This is an optimization exercise on Yosys and OpenROAD, whose aim is small area, not a production implementation. Where RTL was checked, it was by simulation tests only, not by an equivalence proof against the original. For run 1, only the layout was checked, not whether the RTL still works. Power and IR drop assume default switching activity.

==> flow/design.v <==
`timescale 1ns/100ps
package rv_core_pkg;
  parameter int DEFAULT_XLEN = 64;
  parameter logic [63:0] DEFAULT_RESET_PC = 64'h0;
  typedef logic [31:0] instr_t;
  typedef logic [4:0]  reg_idx_t;
  typedef logic [6:0]  opcode_t;
  typedef logic [2:0]  funct3_t;
  localparam opcode_t OPC_OP_IMM = 7'b0010011;
  localparam opcode_t OPC_OP     = 7'b0110011;
  localparam opcode_t OPC_LUI    = 7'b0110111;
  localparam opcode_t OPC_AUIPC  = 7'b0010111;
  localparam opcode_t OPC_SYSTEM = 7'b1110011;
  typedef enum logic [3:0] {
    ALU_ADD,
    ALU_SUB,
    ALU_SLT,
    ALU_XOR,
    ALU_OR,
    ALU_AND,
    ALU_SLL,
    ALU_SRL,
    ALU_SRA,
    ALU_PASS_B  
  } alu_op_e;
  typedef enum logic {
    FWD_REG,
    FWD_EX
  } fwd_sel_e;
endpackage
`timescale 1ns/100ps
module ao3_n (
  input  logic [2:0] d,
  input  logic [2:0] s,
  output logic       y_n
);
  assign y_n = ~|(d & s);
endmodule
module rf_or11 (
  input  logic [10:0] y_n,
  output logic        y
);
  assign y = ~&y_n;
endmodule
module register_file (
  input  logic        clk,
  input  logic        rst_n,
  input  logic [4:0]  raddr,
  input  logic        use_rf,
  input  logic        use_pc,
  input  logic        use_imm,
  input  logic [63:0] pc,
  input  logic [63:0] imm,
  output logic [63:0] rdata,
  input  logic        wr_en,
  input  logic [4:0]  wr_idx,
  input  logic [63:0] wr_value
);
  logic [63:0] regs [1:31];
  logic [31:1] valid;
  logic [32:0] sel;
  always_comb begin
    sel[0]  = use_pc;
    sel[32] = use_imm;
    for (int i = 1; i < 32; i++) begin
      sel[i] = use_rf && raddr == 5'(i) && valid[i];
    end
  end
  for (genvar j = 0; j < 64; j++) begin : g_bit
    logic [32:0] d;
    logic [10:0] t_n;
    always_comb begin
      d[0]  = pc[j];
      d[32] = imm[j];
      for (int i = 1; i < 32; i++) d[i] = regs[i][j];
    end
    for (genvar k = 0; k < 11; k++) begin : g_ao
      ao3_n u_ao (.d(d[3*k +: 3]), .s(sel[3*k +: 3]), .y_n(t_n[k]));
    end
    rf_or11 u_or (.y_n(t_n), .y(rdata[j]));
  end
  always_ff @(posedge clk or negedge rst_n) begin
    if (!rst_n) begin
      valid <= '0;
    end else if (wr_en) begin
      valid[wr_idx] <= 1'b1;
    end
  end
  always_ff @(posedge clk) begin
    for (int i = 1; i < 32; i++) begin
      if (wr_en && wr_idx == 5'(i)) regs[i] <= wr_value;
    end
  end
endmodule
`timescale 1ns/100ps
module instruction_fetch (
  input  logic        clk,
  input  logic        rst_n,
  input  logic [63:0] boot_addr,
  input  logic        halt,
  input  logic        imem_ack,
  output logic        imem_req,
  output logic [63:0] pc,
  output logic        capture
);
  localparam logic [1:0] IDLE = 2'd0, WAIT_ACK = 2'd1, WAIT_RELEASE = 2'd2;
  logic [1:0]  state;
  logic        idle;
  logic [63:0] cy;       
  logic        cy1_q, cy2_q;
  assign idle     = (state == IDLE);
  assign imem_req = (state == WAIT_ACK);
  assign capture  = imem_req && imem_ack;
  always_ff @(posedge clk or negedge rst_n) begin
    if (!rst_n) begin
      state <= IDLE;
    end else begin
      case (state)
        IDLE:         if (!halt && !imem_ack) state <= WAIT_ACK;
        WAIT_ACK:     if (imem_ack) state <= WAIT_RELEASE;
        WAIT_RELEASE: if (!imem_ack) state <= halt ? IDLE : WAIT_ACK;
        default:      state <= IDLE;
      endcase
    end
  end
  always_comb begin
    cy[1:0] = '0;
    for (int i = 2; i < 64; i++) begin
      if (i == 2)       cy[i] = capture;
      else if (i == 23) cy[i] = cy1_q;
      else if (i == 44) cy[i] = cy2_q;
      else              cy[i] = cy[i-1] && pc[i-1];
    end
  end
  always_ff @(posedge clk) begin
    cy1_q <= cy[22] && pc[22];
    cy2_q <= cy[43] && pc[43];
    pc    <= idle ? boot_addr : (pc ^ cy);
  end
endmodule
`timescale 1ns/100ps
module instruction_decode (
  input  logic [31:0] instr,
  output logic        use_rf0,
  output logic        use_pc0,
  output logic        rev0,
  output logic        use_rf1,
  output logic        sub,
  output logic        c_sum,
  output logic        c_xor,
  output logic        c_or,
  output logic        c_and,
  output logic        c_slt,
  output logic        c_shift,
  output logic        c_sll,
  output logic        c_sra,
  output logic        wr,
  output logic        ecall,
  output logic        i31,
  output logic [31:0] imm
);
  logic [6:0] opcode;
  logic [2:0] f3;
  logic       op_imm, op_reg, alu, lui, auipc, sys;
  assign opcode = instr[6:0];
  assign f3     = instr[14:12];
  assign op_imm = opcode == rv_core_pkg::OPC_OP_IMM;
  assign op_reg = opcode == rv_core_pkg::OPC_OP;
  assign alu    = op_imm || op_reg;
  assign lui    = opcode == rv_core_pkg::OPC_LUI;
  assign auipc  = opcode == rv_core_pkg::OPC_AUIPC;
  assign sys    = opcode == rv_core_pkg::OPC_SYSTEM;
  assign use_rf0 = !(lui || auipc);
  assign use_pc0 = auipc;
  assign rev0    = alu && f3 == 3'b001;
  assign use_rf1 = op_reg;
  assign sub     = alu && ((f3 == 3'b000 && op_reg && instr[30]) || f3 == 3'b010);
  assign c_sum   = !alu || f3 == 3'b000;
  assign c_xor   = alu && f3 == 3'b100;
  assign c_or    = alu && f3 == 3'b110;
  assign c_and   = alu && f3 == 3'b111;
  assign c_slt   = alu && f3 == 3'b010;
  assign c_shift = alu && (f3 == 3'b001 || f3 == 3'b101);
  assign c_sll   = alu && f3 == 3'b001;
  assign c_sra   = alu && f3 == 3'b101 && instr[30];
  assign wr      = ((alu && f3 != 3'b011) || lui || auipc) && instr[11:7] != 5'd0;
  assign ecall   = sys && instr[31:7] == '0;
  assign i31     = instr[31];
  assign imm     = opcode[2] ? {instr[31:12], 12'b0} : {{20{instr[31]}}, instr[31:20]};
endmodule
`timescale 1ns/100ps
module alu_adder (
  input  logic [31:0] a,
  input  logic [31:0] b,
  input  logic        sub,
  input  logic        cin,
  output logic [31:0] sum,
  output logic [31:0] p,
  output logic [31:0] g,
  output logic        cout
);
  logic [31:0] bb, gg, pp;
  logic [32:0] c;
  assign bb = b ^ {32{sub}};
  assign p  = a ^ bb;
  assign g  = a & bb;
  always_comb begin
    gg = g;
    pp = p;
    gg[0] = g[0] | (p[0] & cin);
    for (int l = 1; l <= 5; l++) begin
      for (int i = (1 << l) - 1; i < 32; i += (1 << l)) begin
        gg[i] = gg[i] | (pp[i] & gg[i - (1 << (l - 1))]);
        pp[i] = pp[i] & pp[i - (1 << (l - 1))];
      end
    end
    for (int l = 4; l >= 1; l--) begin
      for (int i = 3 * (1 << (l - 1)) - 1; i < 32; i += (1 << l)) begin
        gg[i] = gg[i] | (pp[i] & gg[i - (1 << (l - 1))]);
      end
    end
    c[0] = cin;
    for (int i = 0; i < 32; i++) c[i+1] = gg[i];
  end
  assign sum  = p ^ c[31:0];
  assign cout = c[32];
endmodule
module alu_shifter (
  input  logic [63:0] a,
  input  logic        fill,
  input  logic [2:0]  sm,     
  input  logic [2:0]  bg,     
  output logic [63:0] y_n
);
  logic [63:0] x [0:3];
  assign x[0] = a;
  for (genvar k = 0; k < 3; k++) begin : g_lvl
    localparam int DS = 1 << k;
    localparam int DL = 8 << k;
    logic fk;
    logic nn;
    assign fk = fill ^ (k % 2 == 1);
    assign nn = !(sm[k] || bg[k]);
    for (genvar i = 0; i < 64; i++) begin : g_bit
      logic [2:0] d;
      assign d[0] = x[k][i];
      assign d[1] = (i + DS < 64) ? x[k][(i + DS) % 64] : fk;
      assign d[2] = (i + DL < 64) ? x[k][(i + DL) % 64] : fk;
      ao3_n u_ao (.d(d), .s({bg[k], sm[k], nn}), .y_n(x[k+1][i]));
    end
  end
  assign y_n = x[3];
endmodule
module alu_result (
  input  logic [63:0] a,
  input  logic [63:0] b,
  input  logic [31:0] sum,
  input  logic [31:0] p,
  input  logic [31:0] g,
  input  logic [63:0] sh_n,
  input  logic        lt,
  input  logic        e_b,
  input  logic        e_rb,
  input  logic        e_sum,
  input  logic        e_p,
  input  logic        e_g,
  input  logic        e_rot,
  input  logic        e_sh,
  input  logic        e_rsh,
  input  logic        e_lt,
  output logic [63:0] y
);
  always_comb begin
    for (int i = 0; i < 64; i++) begin
      y[i] = (b[i] & e_b) | (b[63-i] & e_rb) | (!sh_n[i] & e_sh) | (!sh_n[63-i] & e_rsh);
    end
    for (int i = 0; i < 32; i++) begin
      y[i+32] = y[i+32] | (sum[i] & e_sum) | (p[i] & e_p) | (g[i] & e_g);
      y[i]    = y[i] | (a[i+32] & e_rot);
    end
    y[0] = y[0] | (lt & e_lt);
  end
endmodule
module execute_stage (
  input  logic        clk,
  input  logic [63:0] a,
  input  logic [63:0] b,
  input  logic        ph1,
  input  logic        ph2,
  input  logic        rev0,      
  input  logic        sub,
  input  logic        c_sum,
  input  logic        c_xor,
  input  logic        c_or,
  input  logic        c_and,
  input  logic        c_slt,
  input  logic        c_shift,
  input  logic        c_sll,
  input  logic        c_sra,
  output logic [63:0] y
);
  logic [31:0] b32, sum, p, g;
  logic [63:0] sh_n;
  logic        cin, cout, carry_q;
  logic [2:0]  sh_hi_q;
  logic        lt;
  logic        ph0, phx;
  assign ph0 = !ph1 && !ph2;
  assign phx = ph1 || ph2;
  always_ff @(posedge clk) begin
    carry_q <= cout;
    sh_hi_q <= b[5:3];
  end
  assign b32 = ph2 ? b[63:32] : b[31:0];
  assign cin = ph2 ? carry_q : sub;
  alu_adder u_add (.a(a[31:0]), .b(b32), .sub, .cin, .sum, .p, .g, .cout);
  assign lt = (a[31] ^ b32[31]) ? a[31] : sum[31];
  alu_shifter u_sh (
    .a,
    .fill (c_sra && a[63]),
    .sm   ({3{ph1}} & b[2:0]),
    .bg   ({3{ph2}} & sh_hi_q),
    .y_n  (sh_n)
  );
  alu_result u_res (
    .a, .b, .sum, .p, .g, .sh_n, .lt,
    .e_b   (ph0 && !rev0),
    .e_rb  (ph0 && rev0),
    .e_sum (phx && c_sum),
    .e_p   (phx && (c_xor || c_or)),
    .e_g   (phx && (c_and || c_or)),
    .e_rot ((ph1 && !c_shift) || (ph2 && !c_shift && !c_slt)),
    .e_sh  ((ph1 && c_shift) || (ph2 && c_shift && !c_sll)),
    .e_rsh (ph2 && c_sll),
    .e_lt  (ph2 && c_slt),
    .y
  );
endmodule
`timescale 1ns/100ps
module rv_core_top #(
  parameter int XLEN = rv_core_pkg::DEFAULT_XLEN
) (
  input  logic                  clk,
  input  logic                  rst_n,
  input  logic [XLEN-1:0]       boot_addr,
  output logic                  imem_req,
  output logic [XLEN-1:0]       imem_addr,
  input  logic                  imem_ack,
  input  rv_core_pkg::instr_t   imem_data,
  output logic                  retire_valid,
  output rv_core_pkg::reg_idx_t retire_rd,
  output logic [XLEN-1:0]       retire_value,
  output logic                  done
);
  logic        capture;
  logic [63:0] pc;
  logic        ph1, ph2;
  logic        ex_wr, ex_fin;
  logic        retire_q;
  logic        done_q;
  logic [4:0]  rd_q;
  logic [63:0] r;
  logic        use_rf0, use_pc0, rev0;
  logic        use_rf1, sub, c_sum, c_xor, c_or, c_and, c_slt, c_shift, c_sll, c_sra, wr, ecall;
  logic        i31;
  logic [31:0] imm;
  logic [4:0]  rs2_q;
  logic        use_rf1_q, sub_q, c_sum_q, c_xor_q, c_or_q, c_and_q, c_slt_q;
  logic        c_shift_q, c_sll_q, c_sra_q, wr_q, ecall_q, i31_q;
  logic        phx;
  logic [4:0]  raddr;
  logic        use_rf, use_pc, use_imm;
  logic [63:0] b;
  logic [63:0] y;
  instruction_fetch u_fetch (
    .clk, .rst_n, .boot_addr,
    .halt     (done_q),
    .imem_ack,
    .imem_req,
    .pc,
    .capture
  );
  instruction_decode u_decode (
    .instr (imem_data),
    .use_rf0, .use_pc0, .rev0,
    .use_rf1, .sub, .c_sum, .c_xor, .c_or, .c_and, .c_slt, .c_shift, .c_sll, .c_sra,
    .wr, .ecall, .i31, .imm
  );
  always_ff @(posedge clk) begin
    rs2_q     <= imem_data[24:20];
    use_rf1_q <= use_rf1;
    sub_q     <= sub;
    c_sum_q   <= c_sum;
    c_xor_q   <= c_xor;
    c_or_q    <= c_or;
    c_and_q   <= c_and;
    c_slt_q   <= c_slt;
    c_shift_q <= c_shift;
    c_sll_q   <= c_sll;
    c_sra_q   <= c_sra;
    wr_q      <= wr;
    ecall_q   <= ecall;
    i31_q     <= i31;
  end
  assign phx     = ph1 || ph2;
  assign raddr   = phx ? rs2_q : imem_data[19:15];
  assign use_rf  = phx ? use_rf1_q : use_rf0;
  assign use_pc  = !phx && use_pc0;
  assign use_imm = phx && !use_rf1_q;
  register_file u_regfile (
    .clk, .rst_n,
    .raddr, .use_rf, .use_pc, .use_imm, .pc,
    .imm      ({{32{i31_q}}, imm}),
    .rdata    (b),
    .wr_en    (retire_q),
    .wr_idx   (rd_q),
    .wr_value (r)
  );
  execute_stage u_execute (
    .clk,
    .a       (r),
    .b,
    .ph1, .ph2,
    .rev0,
    .sub     (sub_q),
    .c_sum   (c_sum_q),
    .c_xor   (c_xor_q),
    .c_or    (c_or_q),
    .c_and   (c_and_q),
    .c_slt   (c_slt_q),
    .c_shift (c_shift_q),
    .c_sll   (c_sll_q),
    .c_sra   (c_sra_q),
    .y
  );
  always_ff @(posedge clk or negedge rst_n) begin
    if (!rst_n) begin
      ph1      <= 1'b0;
      ph2      <= 1'b0;
      ex_wr    <= 1'b0;
      ex_fin   <= 1'b0;
      retire_q <= 1'b0;
      done_q   <= 1'b0;
    end else begin
      ph1      <= capture;
      ph2      <= ph1;
      ex_wr    <= ph1 && wr_q;
      ex_fin   <= ph1 && ecall_q;
      retire_q <= ex_wr && !done_q;
      if (ex_fin) done_q <= 1'b1;
    end
  end
  always_ff @(posedge clk) begin
    r <= y;
    if (ph1) rd_q <= imem_data[11:7];
  end
  assign imem_addr    = pc;
  assign retire_valid = retire_q;
  assign retire_rd    = rd_q;
  assign retire_value = r;
  assign done         = done_q;
endmodule
==> flow/run.sh <==
#!/bin/bash
# synth_recipe.tcl (not shown) runs the flow's synth.tcl, then flattens the netlist and writes it again
# the make line also repeats each setting of config.mk as NAME=value (left out here)
make -C /OpenROAD-flow-scripts/flow DESIGN_CONFIG=/design/flow/config.mk WORK_HOME=/design/flow/orfs CLKGATE_MAP_FILE= SYNTH_SCRIPT=/design/flow/synth_recipe.tcl finish
==> flow/config.mk <==
export PLATFORM = sky130hd
export DESIGN_NAME = rv_core_top
export DESIGN_NICKNAME = rv_core_top
export VERILOG_FILES = /design/flow/design.v
export SDC_FILE = /design/flow/constraint.sdc
export NUM_CORES = 4
export LEC_CHECK = 0
export CAP_MARGIN = 0
export CORE_MARGIN = 2
export CORE_UTILIZATION = 35
export CTS_BUF_LIST = sky130_fd_sc_hd__clkbuf_16
export CTS_CLUSTER_DIAMETER = 120
export CTS_CLUSTER_SIZE = 40
export GPL_TIMING_DRIVEN = 0
export PLACE_DENSITY = 0.42
export SLEW_MARGIN = 0
export SYNTH_HIERARCHICAL = 1
==> flow/constraint.sdc <==
create_clock -name core_clock -period 7.0 [get_ports {clk}]
set_input_delay 1.4000 -clock core_clock [delete_from_list [all_inputs] [get_ports {clk}]]
set_output_delay 1.4000 -clock core_clock [all_outputs]
set_load 0.01 [all_outputs]
==> results by group, run 1 <==
Status
  – Run status: aborted with a tool error
  – Halt Stage: global routing (5_1_grt)
  – Error Message: [ERROR GRT-0232] Routing congestion too high. Check the congestion heatmap in the GUI.

Synthesis
  – Synthesized area: 82800 um2
  – Post-synthesis cell count: 4420
  – Count of flip-flops with a built-in enable after synthesis: 1991
  – Most common library cells after synthesis: edfxtp_1 (1991), a222oi_1 (959), dfxtp_1 (150)
  – Cell with the most instances after synthesis: edfxtp_1
  – Synth unique cells: 83
  – Post-synthesis cell type with the largest combined area: edfxtp_1
  – Synth Register Bits: 2180
  – Largest cells by area after synthesis: edfxtp_1 (72%), a222oi_1 (12%), dfxtp_1 (3.6%)
  – Async set or reset register ratio after synthesis: 0.0179
  – Yosys top cell area share: 0.722
  – Register area share after synthesis: 0.770
  – Dominant register cell in the synthesized netlist: edfxtp_1
  – Average size of a mapped cell: 18.7 um2
  – Synthesis Warnings: 15

Floorplanning
  – Ports: 235
  – Die width: 490 um
  – Chip height: 490 um
  – Standard-cell row count: 178
  – Starting density of the core: 0.352

Clock network
  – Number of buffers created by CTS: 68
  – Maximum clock insertion buffer count: 3
  – Clock sink count: 2180
  – Post-cts hold buffer count: 0
  – Total number of H-tree levels: 3
  – Master cell of the clock root buffer: clkbuf_16
  – Post-CTS setup buffer count: 0

Place
  – Instance area after placement: 92000 um2
  – GPL Wtd Cong: 0.908
  – Detailed placer's ending HPWL: 187 mm
  – Port buffer count: 232
  – Pre-CTS WS: -2.44 ns

Global route
  – Final global-route overflow total: 3
  – Maximum number of pins on one net before global-route repair: 66
  – Overall track demand over capacity in global routing: 0.236
[metrics by stage]
step | power, mW | hold WS, ns | cells
CTS | 23.0 | 0.417 | 8038
global placement | 17.1 | 0.413 | 7802
floorplan | 16.0 | 0.410 | 4420
detailed placement | 17.1 | 0.424 | 7916
[power groups by stage]
| stage | registers [mW] | logic [mW] | clock network [mW] |
|---|---|---|---|
| floorplan | 15.2 | 0.764 | 0 |
| global placement | 15.6 | 1.50 | 0 |
| detailed placement | 15.5 | 1.54 | 0 |
| CTS | 15.3 | 1.55 | 6.18 |
[modules after synthesis (local to each module, per instance)]
module | cell area [um2] | cells inside
alu_shifter | 15.0 | 4
register_file | 61900 | 2252
instruction_fetch | 3210 | 208
alu_result | 2110 | 329
alu_adder | 1760 | 206
ao3_n | 10.0 | 1
execute_stage | 772 | 67
rv_core_top | 2060 | 106
rf_or11 | 23.8 | 4
instruction_decode | 493 | 96
[metal layers]
| metal | GRT usage | overflow |
|---|---|---|
| met4 | 0.0482 | 0 |
| met5 | 0 | 0 |
| met2 | 0.375 | 1 |
| met3 | 0.0333 | 0 |
| met1 | 0.346 | 2 |
[worst max-delay path by stage]
stage / cells after the start / slack, ns / end / start
detailed placement: 26 / -2.44 / r[58] / imem_data[3]
global placement: 13 / -5.10 / r[55] / ph1
CTS: 21 / -1.35 / r[58] / ph1
floorplan: 25 / 0.009 / r[63] / imem_data[2]
[what timing repair did]
item	in CTS
gates cloned	0
pin swaps	1
setup endpoints to repair	65
resized for setup	3
[kinds of logic after synthesis]
family | after synthesis | synth area share
AND/OR/NAND/NOR | 613 | 0.0411
XOR/XNOR | 52 | 0.00550
flip-flops | 2180 | 0.770
multiplexers | 101 | 0.0174
AO/OA/AOI/OAI | 1145 | 0.134
buffers and inverters | 207 | 0.0123
adder cells (fa/ha/maj) | 122 | 0.0200
==> run 2, diff against run 1 <==
--- a/flow/design.v
+++ b/flow/design.v
@@ -29,18 +29,26 @@
   } fwd_sel_e;
 endpackage
 `timescale 1ns/100ps
-module ao3_n (
-  input  logic [2:0] d,
-  input  logic [2:0] s,
-  output logic       y_n
+module ao3_n #(
+  parameter int W = 64
+) (
+  input  logic [W-1:0] d0,
+  input  logic [W-1:0] d1,
+  input  logic [W-1:0] d2,
+  input  logic         s0,
+  input  logic         s1,
+  input  logic         s2,
+  output logic [W-1:0] y_n
 );
-  assign y_n = ~|(d & s);
+  assign y_n = ~((d0 & {W{s0}}) | (d1 & {W{s1}}) | (d2 & {W{s2}}));
 endmodule
-module rf_or11 (
-  input  logic [10:0] y_n,
-  output logic        y
+module rf_or11 #(
+  parameter int W = 64
+) (
+  input  logic [W-1:0] t0, t1, t2, t3, t4, t5, t6, t7, t8, t9, t10,
+  output logic [W-1:0] y
 );
-  assign y = ~&y_n;
+  assign y = ~(t0 & t1 & t2 & t3 & t4 & t5 & t6 & t7 & t8 & t9 & t10);
 endmodule
 module register_file (
   input  logic        clk,
@@ -52,6 +60,8 @@
   input  logic [63:0] pc,
   input  logic [63:0] imm,
   output logic [63:0] rdata,
+  input  logic [4:0]  raddr2,
+  output logic [2:0]  rdata2,    
   input  logic        wr_en,
   input  logic [4:0]  wr_idx,
   input  logic [63:0] wr_value
@@ -66,19 +76,52 @@
       sel[i] = use_rf && raddr == 5'(i) && valid[i];
     end
   end
-  for (genvar j = 0; j < 64; j++) begin : g_bit
-    logic [32:0] d;
-    logic [10:0] t_n;
-    always_comb begin
-      d[0]  = pc[j];
-      d[32] = imm[j];
-      for (int i = 1; i < 32; i++) d[i] = regs[i][j];
-    end
-    for (genvar k = 0; k < 11; k++) begin : g_ao
-      ao3_n u_ao (.d(d[3*k +: 3]), .s(sel[3*k +: 3]), .y_n(t_n[k]));
+  logic [63:0] src [0:32];
+  logic [63:0] t_n [0:10];
+  always_comb begin
+    src[0]  = pc;
+    src[32] = imm;
+    for (int i = 1; i < 32; i++) src[i] = regs[i];
+  end
+  for (genvar k = 0; k < 11; k++) begin : g_ao
+    ao3_n #(.W(64)) u_ao (
+      .d0 (src[3*k]), .d1 (src[3*k+1]), .d2 (src[3*k+2]),
+      .s0 (sel[3*k]), .s1 (sel[3*k+1]), .s2 (sel[3*k+2]),
+      .y_n(t_n[k])
+    );
+  end
+  rf_or11 #(.W(64)) u_or (
+    .t0(t_n[0]), .t1(t_n[1]), .t2(t_n[2]), .t3(t_n[3]), .t4(t_n[4]), .t5(t_n[5]),
+    .t6(t_n[6]), .t7(t_n[7]), .t8(t_n[8]), .t9(t_n[9]), .t10(t_n[10]),
+    .y (rdata)
+  );
+  logic [32:0] sel2;
+  always_comb begin
+    sel2[0]  = 1'b0;
+    sel2[32] = 1'b0;
+    for (int i = 1; i < 32; i++) begin
+      sel2[i] = raddr2 == 5'(i) && valid[i];
     end
-    rf_or11 u_or (.y_n(t_n), .y(rdata[j]));
   end
+  logic [2:0] src2 [0:32];
+  logic [2:0] t2_n [0:10];
+  always_comb begin
+    src2[0]  = '0;
+    src2[32] = '0;
+    for (int i = 1; i < 32; i++) src2[i] = regs[i][2:0];
+  end
+  for (genvar k = 0; k < 11; k++) begin : g_ao2
+    ao3_n #(.W(3)) u_ao (
+      .d0 (src2[3*k]), .d1 (src2[3*k+1]), .d2 (src2[3*k+2]),
+      .s0 (sel2[3*k]), .s1 (sel2[3*k+1]), .s2 (sel2[3*k+2]),
+      .y_n(t2_n[k])
+    );
+  end
+  rf_or11 #(.W(3)) u_or2 (
+    .t0(t2_n[0]), .t1(t2_n[1]), .t2(t2_n[2]), .t3(t2_n[3]), .t4(t2_n[4]), .t5(t2_n[5]),
+    .t6(t2_n[6]), .t7(t2_n[7]), .t8(t2_n[8]), .t9(t2_n[9]), .t10(t2_n[10]),
+    .y (rdata2)
+  );
   always_ff @(posedge clk or negedge rst_n) begin
     if (!rst_n) begin
       valid <= '0;
@@ -199,29 +242,30 @@
   output logic [31:0] g,
   output logic        cout
 );
-  logic [31:0] bb, gg, pp;
+  logic [31:0] bb;
   logic [32:0] c;
   assign bb = b ^ {32{sub}};
   assign p  = a ^ bb;
   assign g  = a & bb;
-  always_comb begin
-    gg = g;
-    pp = p;
-    gg[0] = g[0] | (p[0] & cin);
-    for (int l = 1; l <= 5; l++) begin
-      for (int i = (1 << l) - 1; i < 32; i += (1 << l)) begin
-        gg[i] = gg[i] | (pp[i] & gg[i - (1 << (l - 1))]);
-        pp[i] = pp[i] & pp[i - (1 << (l - 1))];
-      end
-    end
-    for (int l = 4; l >= 1; l--) begin
-      for (int i = 3 * (1 << (l - 1)) - 1; i < 32; i += (1 << l)) begin
-        gg[i] = gg[i] | (pp[i] & gg[i - (1 << (l - 1))]);
+  logic [31:0] gl [0:5];
+  logic [31:0] pl [0:5];
+  assign gl[0] = {g[31:1], g[0] | (p[0] & cin)};
+  assign pl[0] = p;
+  for (genvar l = 1; l <= 5; l++) begin : g_lvl
+    logic [31:0] gs, ps;
+    for (genvar i = 0; i < 32; i++) begin : g_bit
+      if (((i >> (l - 1)) & 1) == 1) begin : g_comb
+        assign gs[i] = gl[l-1][((i >> (l - 1)) << (l - 1)) - 1];
+        assign ps[i] = pl[l-1][((i >> (l - 1)) << (l - 1)) - 1];
+      end else begin : g_pass
+        assign gs[i] = 1'b0;
+        assign ps[i] = 1'b1;
       end
     end
-    c[0] = cin;
-    for (int i = 0; i < 32; i++) c[i+1] = gg[i];
+    assign gl[l] = gl[l-1] | (pl[l-1] & gs);
+    assign pl[l] = pl[l-1] & ps;
   end
+  assign c = {gl[5], cin};
   assign sum  = p ^ c[31:0];
   assign cout = c[32];
 endmodule
@@ -241,13 +285,13 @@
     logic nn;
     assign fk = fill ^ (k % 2 == 1);
     assign nn = !(sm[k] || bg[k]);
-    for (genvar i = 0; i < 64; i++) begin : g_bit
-      logic [2:0] d;
-      assign d[0] = x[k][i];
-      assign d[1] = (i + DS < 64) ? x[k][(i + DS) % 64] : fk;
-      assign d[2] = (i + DL < 64) ? x[k][(i + DL) % 64] : fk;
-      ao3_n u_ao (.d(d), .s({bg[k], sm[k], nn}), .y_n(x[k+1][i]));
-    end
+    ao3_n #(.W(64)) u_ao (
+      .d0 (x[k]),
+      .d1 ({{DS{fk}}, x[k][63:DS]}),
+      .d2 ({{DL{fk}}, x[k][63:DL]}),
+      .s0 (nn), .s1 (sm[k]), .s2 (bg[k]),
+      .y_n(x[k+1])
+    );
   end
   assign y_n = x[3];
 endmodule
@@ -270,21 +314,19 @@
   input  logic        e_lt,
   output logic [63:0] y
 );
-  always_comb begin
-    for (int i = 0; i < 64; i++) begin
-      y[i] = (b[i] & e_b) | (b[63-i] & e_rb) | (!sh_n[i] & e_sh) | (!sh_n[63-i] & e_rsh);
-    end
-    for (int i = 0; i < 32; i++) begin
-      y[i+32] = y[i+32] | (sum[i] & e_sum) | (p[i] & e_p) | (g[i] & e_g);
-      y[i]    = y[i] | (a[i+32] & e_rot);
-    end
-    y[0] = y[0] | (lt & e_lt);
-  end
+  function automatic logic [63:0] rev(input logic [63:0] v);
+    for (int i = 0; i < 64; i++) rev[i] = v[63-i];
+  endfunction
+  assign y = (b & {64{e_b}}) | (rev(b) & {64{e_rb}}) |
+             (~sh_n & {64{e_sh}}) | (rev(~sh_n) & {64{e_rsh}}) |
+             {(sum & {32{e_sum}}) | (p & {32{e_p}}) | (g & {32{e_g}}), a[63:32] & {32{e_rot}}} |
+             {63'b0, lt & e_lt};
 endmodule
 module execute_stage (
   input  logic        clk,
   input  logic [63:0] a,
   input  logic [63:0] b,
+  input  logic [2:0]  sh_lo,     
   input  logic        ph1,
   input  logic        ph2,
   input  logic        rev0,      
@@ -318,7 +360,7 @@
   alu_shifter u_sh (
     .a,
     .fill (c_sra && a[63]),
-    .sm   ({3{ph1}} & b[2:0]),
+    .sm   ({3{ph1}} & sh_lo),
     .bg   ({3{ph2}} & sh_hi_q),
     .y_n  (sh_n)
   );
@@ -371,6 +413,7 @@
   logic [4:0]  raddr;
   logic        use_rf, use_pc, use_imm;
   logic [63:0] b;
+  logic [2:0]  rs2_lo;
   logic [63:0] y;
   instruction_fetch u_fetch (
     .clk, .rst_n, .boot_addr,
@@ -412,6 +455,8 @@
     .raddr, .use_rf, .use_pc, .use_imm, .pc,
     .imm      ({{32{i31_q}}, imm}),
     .rdata    (b),
+    .raddr2   (rs2_q),
+    .rdata2   (rs2_lo),
     .wr_en    (retire_q),
     .wr_idx   (rd_q),
     .wr_value (r)
@@ -420,6 +465,7 @@
     .clk,
     .a       (r),
     .b,
+    .sh_lo   (use_rf1_q ? rs2_lo : imem_data[22:20]),
     .ph1, .ph2,
     .rev0,
     .sub     (sub_q),
==> flow/flow/run.sh (new file) <==
#!/bin/bash
# The standard layout, with two changes passed to ORFS through its variables:
# the port buffers are buf_1 cells, and clock tree synthesis inserts no dummy
# loads. Each step's full log stays in orfs/logs; make's output goes to
# flow_make.log.
set -o pipefail
export BUFFER_PORTS_ARGS="-buffer_cell sky130_fd_sc_hd__buf_1"
export CTS_ARGS="-sink_clustering_enable -repair_clock_nets -dont_use_dummy_load -sink_clustering_size 22 -sink_clustering_max_diameter 70 -buf_list sky130_fd_sc_hd__clkbuf_16"
bash standard.sh > flow_make.log 2>&1
==> flow/standard.sh (new file) <==
#!/bin/bash
# synth_recipe.tcl (not shown) runs the flow's synth.tcl, then flattens the netlist and writes it again
# the make line also repeats each setting of config.mk as NAME=value (left out here)
make -C /OpenROAD-flow-scripts/flow DESIGN_CONFIG=/design/flow/config.mk WORK_HOME=/design/flow/orfs CLKGATE_MAP_FILE= SYNTH_SCRIPT=/design/flow/synth_recipe.tcl "${@:-finish}"
==> flow/config.mk (replaced) <==
export PLATFORM = sky130hd
export DESIGN_NAME = rv_core_top
export DESIGN_NICKNAME = rv_core_top
export VERILOG_FILES = /design/flow/design.v
export SDC_FILE = /design/flow/constraint.sdc
export NUM_CORES = 4
export LEC_CHECK = 0
export CAP_MARGIN = 0
export CELL_PAD_IN_SITES_DETAIL_PLACEMENT = 1
export CELL_PAD_IN_SITES_GLOBAL_PLACEMENT = 2
export CORE_MARGIN = 2
export CORE_UTILIZATION = 45
export CTS_BUF_LIST = sky130_fd_sc_hd__clkbuf_16
export CTS_CLUSTER_DIAMETER = 70
export CTS_CLUSTER_SIZE = 22
export PLACE_DENSITY = 0.6
export SLEW_MARGIN = 0
export SYNTH_HIERARCHICAL = 1
removed: flow/run.sh
==> results by group, run 2 <==
Status
  – Run status: finished clean (was aborted with a tool error)

Synthesis
  – Dominant register cell in the synthesized netlist: edfxtp_1 (unchanged)
  – Largest cells by area after synthesis: edfxtp_1 (69%), a222oi_1 (12%), dfxtp_1 (3.5%) (was edfxtp_1 (72%), a222oi_1 (12%), dfxtp_1 (3.6%))
  – Synthesized area: 86200 um2 (was 82800 um2)
  – Register area share after synthesis: 0.740 (was 0.770)
  – Async set or reset register ratio after synthesis: 0.0179 (unchanged)
  – Yosys top cell area share: 0.694 (was 0.722)
  – Average size of a mapped cell: 17.9 um2 (was 18.7 um2)
  – Synthesis Warnings: 24 (was 15)
  – Post-synthesis cell count: 4809 (was 4420)
  – Synth Register Bits: 2180 (unchanged)
  – Count of flip-flops with a built-in enable after synthesis: 1991 (unchanged)
  – Post-synthesis cell type with the largest combined area: edfxtp_1 (unchanged)
  – Most common library cells after synthesis: edfxtp_1 (1991), a222oi_1 (992), buf_6 (206) (was edfxtp_1 (1991), a222oi_1 (959), dfxtp_1 (150))
  – Cell with the most instances after synthesis: edfxtp_1 (unchanged)
  – Synth unique cells: 91 (was 83)

Global route
  – Maximum number of pins on one net before global-route repair: 66
  – Final global-route overflow total: 0
  – Number of antenna violations at the first check in global routing: 15
  – Overall track demand over capacity in global routing: 0.324
  – Global-route wire length before repair: 445 mm
  – Via count of the first global-routing pass: 55000

Floorplanning
  – Ports: 235 (unchanged)
  – Standard-cell row count: 160 (was 178)
  – Starting density of the core: 0.453 (was 0.352)
  – Chip height: 442 um (was 490 um)
  – Die width: 442 um (was 490 um)
  – Standard cell core area: 190000 um2
  – Die ar.: 195000 um2

Clock network
  – Clock transition at the register clock pins on the worst setup and hold paths after CTS: 0.07 ns
  – Total number of H-tree levels: 4 (was 3)
  – Number of buffers created by CTS: 147 (was 68)
  – Latest clock arrival within the worst-skew pair: 0.83 ns
  – Clock tree from TritonCTS: done
  – Master cell of the clock root buffer: clkbuf_16 (unchanged)
  – Maximum clock insertion buffer count: 3 (unchanged)
  – Clock sink count: 2180 (unchanged)

Final layout
  – Final design instance area without fill: 96700 um2
  – Largest register by flop count: u_regfile.regs
  – Share of final-layout standard cells stronger than drive strength 1: 0.196
  – Highest-count cells in the layout ignoring fill and taps: edfxtp_1 (1991), a222oi_1 (992), buf_4 (623)
  – Most common cell after layout, fill and taps aside: edfxtp_1
  – Number of flip-flops in the largest register: 1984
  – Number of fill cells in the layout: 17600
  – Signed area change from the synthesized netlist to the final layout: 12.2%
  – Final net count: 5705
  – Regs by FF count: u_regfile.regs x1984, r x64, u_fetch.pc x64

Routing
  – DRC violation total after the first TritonRoute iteration: 12600
  – 1st-pass router iterations: 20
  – Routed Wire Length: 324 mm
  – Routed wirelength normalized by instance count: 40.4 um
  – Residual DRC count: 0
  – Final antenna-violating net count: 0
  – Routed vias/inst: 7.00
  – Detailed-route via count: 56100

Timing
  – Number of setup violations in the final report: 0
  – Final cycle utilization of the critical path: 0.979
  – Maximum clock frequency: 146 MHz
  – Total count of hold-check failures in the final report: 0
  – Setup skew after layout: 0.0676 ns
  – Max-slew violation count: 0
  – Min Hold Slack: 0.459 ns
  – Worst Tran Pin Value: 1.24 ns
  – Final min period: 6.85 ns
  – Tightest slew margin relative to the limit: 0.170

Hold path
  – Min-Delay Path Class: register to register

Place
  – Port buffer count: 234 (was 232)
  – Instance area after placement: 93000 um2 (was 92000 um2)
  – GPL Wtd Cong: 0.937 (was 0.908)
  – Detailed placer's ending HPWL: 214 mm (was 187 mm)

Worst setup path
  – Startpoint kind of the worst setup timing path: input pin
  – Crit path arrival time: 7.50 ns
  – Critical Setup Path Class: input pin to register
  – Crit path max fanout: 6
  – CP most frequent cell: buf_4
  – Crit-path max cell delay: 0.68 ns
  – Critical path data required time: 7.65 ns
  – Kind of end point of the critical path: register
  – Slowest stage cell, crit path: a222oi_1

Pwr
  – Net switching power figure: 6.09 mW
  – Internal power contribution: 19.0 mW
  – Proportion of power drawn by flip-flops and latches: 0.593
  – Power per cell area: 260 nW/um2
  – Share of power burned in the clock network: 0.316
  – Leakage Power: 32.8 nW
  – Overall power consumption: 25.1 mW
  – Switching power share of the total: 0.242
  – Combinational share of power: 0.091
  – Peak VDD IR: 0.000211 V

Run
  – Total of max-cap violations: 0
run 2: changes by cell type after synthesis, moves of 20 or more:
| cell | previous run | this run |
|---|---|---|
| buf_6 | 13 | 206 |
| buf_2 | 38 | 135 |
| inv_1 | 127 | 89 |
| a222oi_1 | 959 | 992 |
| and3_1 | 36 | 67 |
| a31o_2 | 2 | 22 |
run 2: cell type report:
type	instances	area, um2	area share
Inverter	89	334	0.00345
Tap cell	2511	3140	0.0325
Timing Repair Buffer	898	6370	0.0659
Antenna cell	6	15.0	0.000155
Multi-Input combinational cell	2177	19400	0.201
Sequential cell	2180	63800	0.659
Clock buffer	147	3680	0.0380
run 2: stage by stage:
step           worst slack [ns]  TNS, ns  utilization  cells
2_1_floorplan             0.357        0            -   4820
3_3_place_gp             -0.762   -10.93        0.489   7854
3_5_place_dp             -0.718   -10.62        0.489   7854
4_1_cts                   0.103        0        0.508   8001
5_1_grt                 -0.0186  -0.0186        0.509   8002
6_report                  0.145        0        0.509   8008
run 2: cell families (layout without fill, tap and decap cells):
group                      count (synthesis)  count (layout)  share of synthesized area
other                                      1              18                  0.0000435
and+or+nand+nor                          689             689                     0.0445
buffers and inverters                    463            1134                     0.0413
muxes                                    104             104                     0.0171
DFF                                     2180            2180                      0.740
adders and majority gates                114             114                     0.0170
xor gates and xnor gates                  57              57                    0.00627
AOI/OAI and AO/OA                       1201            1201                      0.134
run 2: modules after synthesis, one instance, submodules excluded, a selection:
| module | times used | area [um2] | flops+latches | cells |
|---|---|---|---|---|
| execute_stage | 1 | 772 | 4 | 67 |
| instruction_decode | 1 | 493 | 0 | 96 |
| alu_result | 1 | 2110 | 0 | 329 |
| register_file | 1 | 62100 | 2015 | 2278 |
| alu_shifter | 1 | 15.0 | 0 | 4 |
| alu_adder | 1 | 1830 | 0 | 227 |
run 2: final timing paths:
kind,from,endpoint,slack (ns),depth (start not counted)
setup reg to reg,ph2,r[58],0.29,24
max in group asynchronous,rst_n,ph2,5.52,1
setup / recovery,imem_data[3],r[58],0.15,27
min in group asynchronous,rst_n,u_fetch.state[0],0.76,1
hold / removal,ex_fin,done_q,0.46,1
hold reg to reg,ex_fin,done_q,0.46,1
run 2: power groups by stage:
stage          Clock [mW]  Sequential (mW)  Combinational [mW]
2_1_floorplan           0             15.3               0.872
3_3_place_gp            0             15.2                2.20
3_5_place_dp            0             15.2                2.24
4_1_cts              8.06             14.9                2.24
5_1_grt              8.42             14.9                2.40
6_report             7.94             14.9                2.29
run 2: repair_timing:
item,CTS,global route
hold buffers,0,0
buffers inserted,0,1
resized for setup,0,13
setup endpoints to repair,0,13
endpoints found under the hold margin,0,0
run 2: critical path, delay by kind of cell:
family                   cells  cell delay, ns
AO/OA/AOI/OAI                7            2.18
XOR/XNOR                     1            0.18
adder cells (fa/ha/maj)      1            0.41
buffers and inverters        5            0.70
multiplexers                 2            0.59
AND/OR/NAND/NOR             11            2.05
run 2: per-layer routing:
| layer | GRT usage | up-vias | wire length, um |
|---|---|---|---|
| met3 | 0.0507 | 473 | 30300 |
| li1 | - | 22600 | - |
| met1 | 0.469 | 29700 | 135000 |
| met4 | 0.0919 | 4 | 10100 |
| met2 | 0.508 | 3287 | 148000 |
| met5 | 0 | - | 17 |
==> run 3, diff against run 2 <==
==> flow/flow/run.sh (replaced) <==
#!/bin/bash
# The standard layout, with two changes passed to ORFS through its variables:
# the port buffers are buf_1 cells, and clock tree synthesis inserts no dummy
# loads. Each step's full log stays in orfs/logs; make's output goes to
# flow_make.log.
set -o pipefail
export BUFFER_PORTS_ARGS="-buffer_cell sky130_fd_sc_hd__buf_1"
export CTS_ARGS="-sink_clustering_enable -repair_clock_nets -dont_use_dummy_load -sink_clustering_size 25 -sink_clustering_max_diameter 75 -buf_list sky130_fd_sc_hd__clkbuf_16"
bash standard.sh > flow_make.log 2>&1
--- a/flow/config.mk
+++ b/flow/config.mk
@@ -11,8 +11,8 @@
 export CORE_MARGIN = 2
 export CORE_UTILIZATION = 45
 export CTS_BUF_LIST = sky130_fd_sc_hd__clkbuf_16
-export CTS_CLUSTER_DIAMETER = 70
-export CTS_CLUSTER_SIZE = 22
+export CTS_CLUSTER_DIAMETER = 75
+export CTS_CLUSTER_SIZE = 25
 export PLACE_DENSITY = 0.6
 export SLEW_MARGIN = 0
 export SYNTH_HIERARCHICAL = 1
==> results by group, run 3 <==
Status
  – Run status: finished clean (unchanged)

Clock network
  – Clock transition at the register clock pins on the worst setup and hold paths after CTS: 0.07 ns (about the same)
  – Clock sink count: 2180 (unchanged)
  – Latest clock arrival within the worst-skew pair: 0.83 ns (about the same)
  – Master cell of the clock root buffer: clkbuf_16 (unchanged)
  – Post-cts hold buffer count: 0 (unchanged)
  – Maximum clock insertion buffer count: 3 (unchanged)
  – Clock tree from TritonCTS: done (unchanged)
  – Post-CTS setup buffer count: 0 (unchanged)
  – Number of buffers created by CTS: 141 (was 147)
  – Total number of H-tree levels: 4 (unchanged)
  – Number of resized instances in the post-cts repair step: 0 (unchanged)

Routing
  – Routed Wire Length: 323 mm (was 324 mm)
  – Routed wirelength normalized by instance count: 40.4 um (about the same)
  – 1st-pass router iterations: 13 (was 20)
  – Residual DRC count: 0 (unchanged)
  – Final antenna-violating net count: 0 (unchanged)
  – DRC violation total after the first TritonRoute iteration: 12400 (was 12600)
  – Detailed-route via count: 56000 (was 56100)
  – Routed vias/inst: 7.00 (about the same)

Place
  – Number of placed cells counting well taps: 7854 (unchanged)
  – Detailed placer's ending HPWL: 214 mm (unchanged)
  – GPL Wtd Cong: 0.937 (unchanged)
  – Pre-CTS WS: -0.718 ns (unchanged)
  – Port buffer count: 234 (unchanged)

Worst setup path
  – Critical Setup Path Class: input pin to register (unchanged)
  – Kind of end point of the critical path: register (unchanged)
  – Critical path data required time: 7.65 ns (about the same)
  – Reg2Reg Capture Point: r[58] (unchanged)
  – Critical Path Sink: r[58] (unchanged)
  – Worst setup startpoint: imem_data[3] (unchanged)
  – Crit path arrival time: 7.58 ns (was 7.50 ns)
  – Startpoint kind of the worst setup timing path: input pin (unchanged)
  – Depth of the most critical reg-to-reg path: 24 (unchanged)
  – Slack of the worst reg-to-reg path: 0.27 ns (was 0.29 ns)
  – Crit path max fanout: 6 (unchanged)
  – Critical R2R Launch: ph2 (unchanged)

Timing
  – Setup ws final: 0.0707 ns (was 0.145 ns)
  – Final cycle utilization of the critical path: 0.990 (was 0.979)
  – Worst Tran Pin Value: 1.28 ns (was 1.24 ns)
  – Total count of hold-check failures in the final report: 0 (unchanged)
  – Setup skew after layout: 0.0668 ns (was 0.0676 ns)
  – Final min period: 6.93 ns (was 6.85 ns)
  – Number of setup violations in the final report: 0 (unchanged)
  – Max-slew violation count: 0 (unchanged)
  – Maximum clock frequency: 144 MHz (was 146 MHz)
  – Tightest slew margin relative to the limit: 0.142 (was 0.170)
  – Setup repair after global routing missed its margin: true

Final layout
  – Signed area change from the synthesized netlist to the final layout: 12.0% (was 12.2%)
  – Sequential Area: 63800 um2 (unchanged)
  – Area used by multi-input combinational logic: 19400 um2 (about the same)
  – Number of fill cells in the layout: 17600 (about the same)
  – Post-route insts no fill: 8000 (was 8008)
  – Most common cell after layout, fill and taps aside: edfxtp_1 (unchanged)
  – Share of final-layout standard cells stronger than drive strength 1: 0.194 (was 0.196)
  – Number of flip-flops in the largest register: 1984 (unchanged)
  – Final net count: 5698 (was 5705)
  – Highest-count cells in the layout ignoring fill and taps: edfxtp_1 (1991), a222oi_1 (992), buf_4 (621) (was edfxtp_1 (1991), a222oi_1 (992), buf_4 (623))
  – Largest register by flop count: u_regfile.regs (unchanged)
  – Regs by FF count: u_regfile.regs x1984, r x64, u_fetch.pc x64 (unchanged)

Synthesis
  – Synthesized area: 86200 um2 (unchanged)
  – Count of flip-flops with a built-in enable after synthesis: 1991 (unchanged)
  – Synth Register Bits: 2180 (unchanged)
  – Synthesis Warnings: 24 (unchanged)
  – Synth unique cells: 91 (unchanged)
  – Cell with the most instances after synthesis: edfxtp_1 (unchanged)
  – Most common library cells after synthesis: edfxtp_1 (1991), a222oi_1 (992), buf_6 (206) (unchanged)
  – Register area share after synthesis: 0.740 (unchanged)
  – Yosys top cell area share: 0.694 (unchanged)
  – Post-synthesis cell count: 4809 (unchanged)
  – Average size of a mapped cell: 17.9 um2 (unchanged)
  – Post-synthesis cell type with the largest combined area: edfxtp_1 (unchanged)
  – Async set or reset register ratio after synthesis: 0.0179 (unchanged)
  – Dominant register cell in the synthesized netlist: edfxtp_1 (unchanged)
  – Largest cells by area after synthesis: edfxtp_1 (69%), a222oi_1 (12%), dfxtp_1 (3.5%) (unchanged)

Floorplanning
  – Starting density of the core: 0.453 (unchanged)
  – Die width: 442 um (unchanged)
  – Chip height: 442 um (unchanged)
  – Ports: 235 (unchanged)
  – Die ar.: 195000 um2 (unchanged)
  – Standard-cell row count: 160 (unchanged)
  – Standard cell core area: 190000 um2 (unchanged)

Pwr
  – Peak VDD IR: 0.000258 V (was 0.000211 V)
  – Power per cell area: 258 nW/um2 (was 260 nW/um2)
  – Leakage Power: 32.8 nW (about the same)

Hold path
  – Min-Delay Path Class: register to register (unchanged)

Global route
  – Overall track demand over capacity in global routing: 0.324 (about the same)
  – Final global-route overflow total: 0 (unchanged)
  – Maximum number of pins on one net before global-route repair: 66 (unchanged)
  – Global-route wire length before repair: 445 mm (about the same)
  – Number of antenna violations at the first check in global routing: 19 (was 15)
  – Via count of the first global-routing pass: 55100 (was 55000)

Run
  – Total of max-cap violations: 0 (unchanged)
==> run 3: cell counts after synthesis <==
Identical to the previous run, type by type.
==> run 3: cell families after synthesis <==
kind of cell,share of synthesized area
AO/OA/AOI/OAI,0.134
XOR/XNOR,0.00627
adder cells (fa/ha/maj),0.0170
buffers and inverters,0.0413
flip-flops,0.740
multiplexers,0.0171
other,0.0000435
AND/OR/NAND/NOR,0.0445
==> run 3: metal layers <==
metal,global-route usage,part of all wire
met3,0.0518,0.095
met2,0.507,0.46
met1,0.468,0.41
met4,0.0932,0.031
met5,0,0.000071
==> run 3: layout make-up <==
class	count	share of cell area
Inverter	89	0.00346
Sequential cell	2180	0.661
Timing Repair Buffer	897	0.0659
Tap cell	2511	0.0325
Clock buffer	141	0.0365
Multi-Input combinational cell	2177	0.201
Antenna cell	5	0.000130
==> run 3: stage by stage <==
| step | util | instance area (um2) | total power [mW] | hold slack [ns] | TNS, ns |
|---|---|---|---|---|---|
| 3_3_place_gp | 0.489 | 93000 | 17.4 | 0.431 | -10.93 |
| 2_1_floorplan | - | 86200 | 16.1 | 0.410 | 0 |
| 6_report | 0.508 | 96500 | 24.9 | 0.463 | 0 |
| 3_5_place_dp | 0.489 | 93000 | 17.4 | 0.439 | -10.62 |
| 5_1_grt | 0.508 | 96500 | 25.5 | 0.477 | -0.111 |
| 4_1_cts | 0.507 | 96500 | 25.0 | 0.465 | 0 |
==> run 3: worst min-delay path by stage <==
stage / startpoint / slack (ns) / depth (start not counted) / to
5_1_grt: wr_q / 0.48 / 1 / ex_wr
6_report: wr_q / 0.46 / 1 / ex_wr
3_3_place_gp: wr_q / 0.43 / 1 / ex_wr
3_5_place_dp: ecall_q / 0.44 / 1 / ex_fin
4_1_cts: ecall_q / 0.47 / 1 / ex_fin
2_1_floorplan: ex_fin / 0.41 / 1 / done_q
==> run 3: report_power, final <==
group,internal [mW],leakage [nW],switching (mW)
Sequential,14.6,19.6,0.305
Clock,3.57,1.74,4.17
Combinational,0.729,11.5,1.56
==> run 3: critical path: stages <==
cell and delay (ns):
buf_1 0.08, nand4b_1 0.19, nor2_1 0.11, nand2_1 0.06, mux2_2 0.30, nand2_1 0.17, nor2_1 0.13, and3_2 0.27
buf_4 0.16, a222oi_1 0.45, nand4_1 0.32, or3_1 0.50, buf_4 0.19, mux2_4 0.27, xor2_1 0.18, inv_1 0.08
fa_1 0.41, nor2b_2 0.17, o2111ai_2 0.19, a21oi_4 0.32, buf_4 0.21, o211ai_2 0.10, o21ba_4 0.25, o21ai_0 0.17
nand3_1 0.11, a222oi_1 0.66, nand3_1 0.13
==> run 3: Yosys stat by module (local to each module, per instance), excerpt <==
module | times used | flip-flops and latches | cells
alu_adder | 1 | 0 | 227
execute_stage | 1 | 4 | 67
alu_shifter | 1 | 0 | 4
rv_core_top | 1 | 93 | 109
register_file | 1 | 2015 | 2278
instruction_decode | 1 | 0 | 96
instruction_fetch | 1 | 68 | 208

[separate check: timing with driven ports]
How much do the figures lean on ideal ports? The routed layouts below were timed once more, with nothing changed but the port constraints.
Step 1, drivers: a clkbuf_16 drives clk and a buf_2 each remaining input, both assumed.
Step 2, shift: input delay + t, output delay - t, t = (earliest + latest rising clock arrival at the registers) / 2. This alone moves slack from input paths to output paths.
a / b / c = no drivers / after step 1 / after step 2; a / b = the first two.
| run | t, ns | setup slack, ns | cell pins on the clock port's net |
|---|---|---|---|
| run 2 | 0.883 | 0.145 / 0.208 / -0.675 | 1 |
| run 3 | 0.885 | 0.071 / 0.133 / -0.752 | 1 |
Met with ideal ports but missed after step 2: setup timing in run 2 and run 3. The setup slack of run 3, which loses most, moves by +0.062 ns with the drivers and by -0.823 ns with both steps.
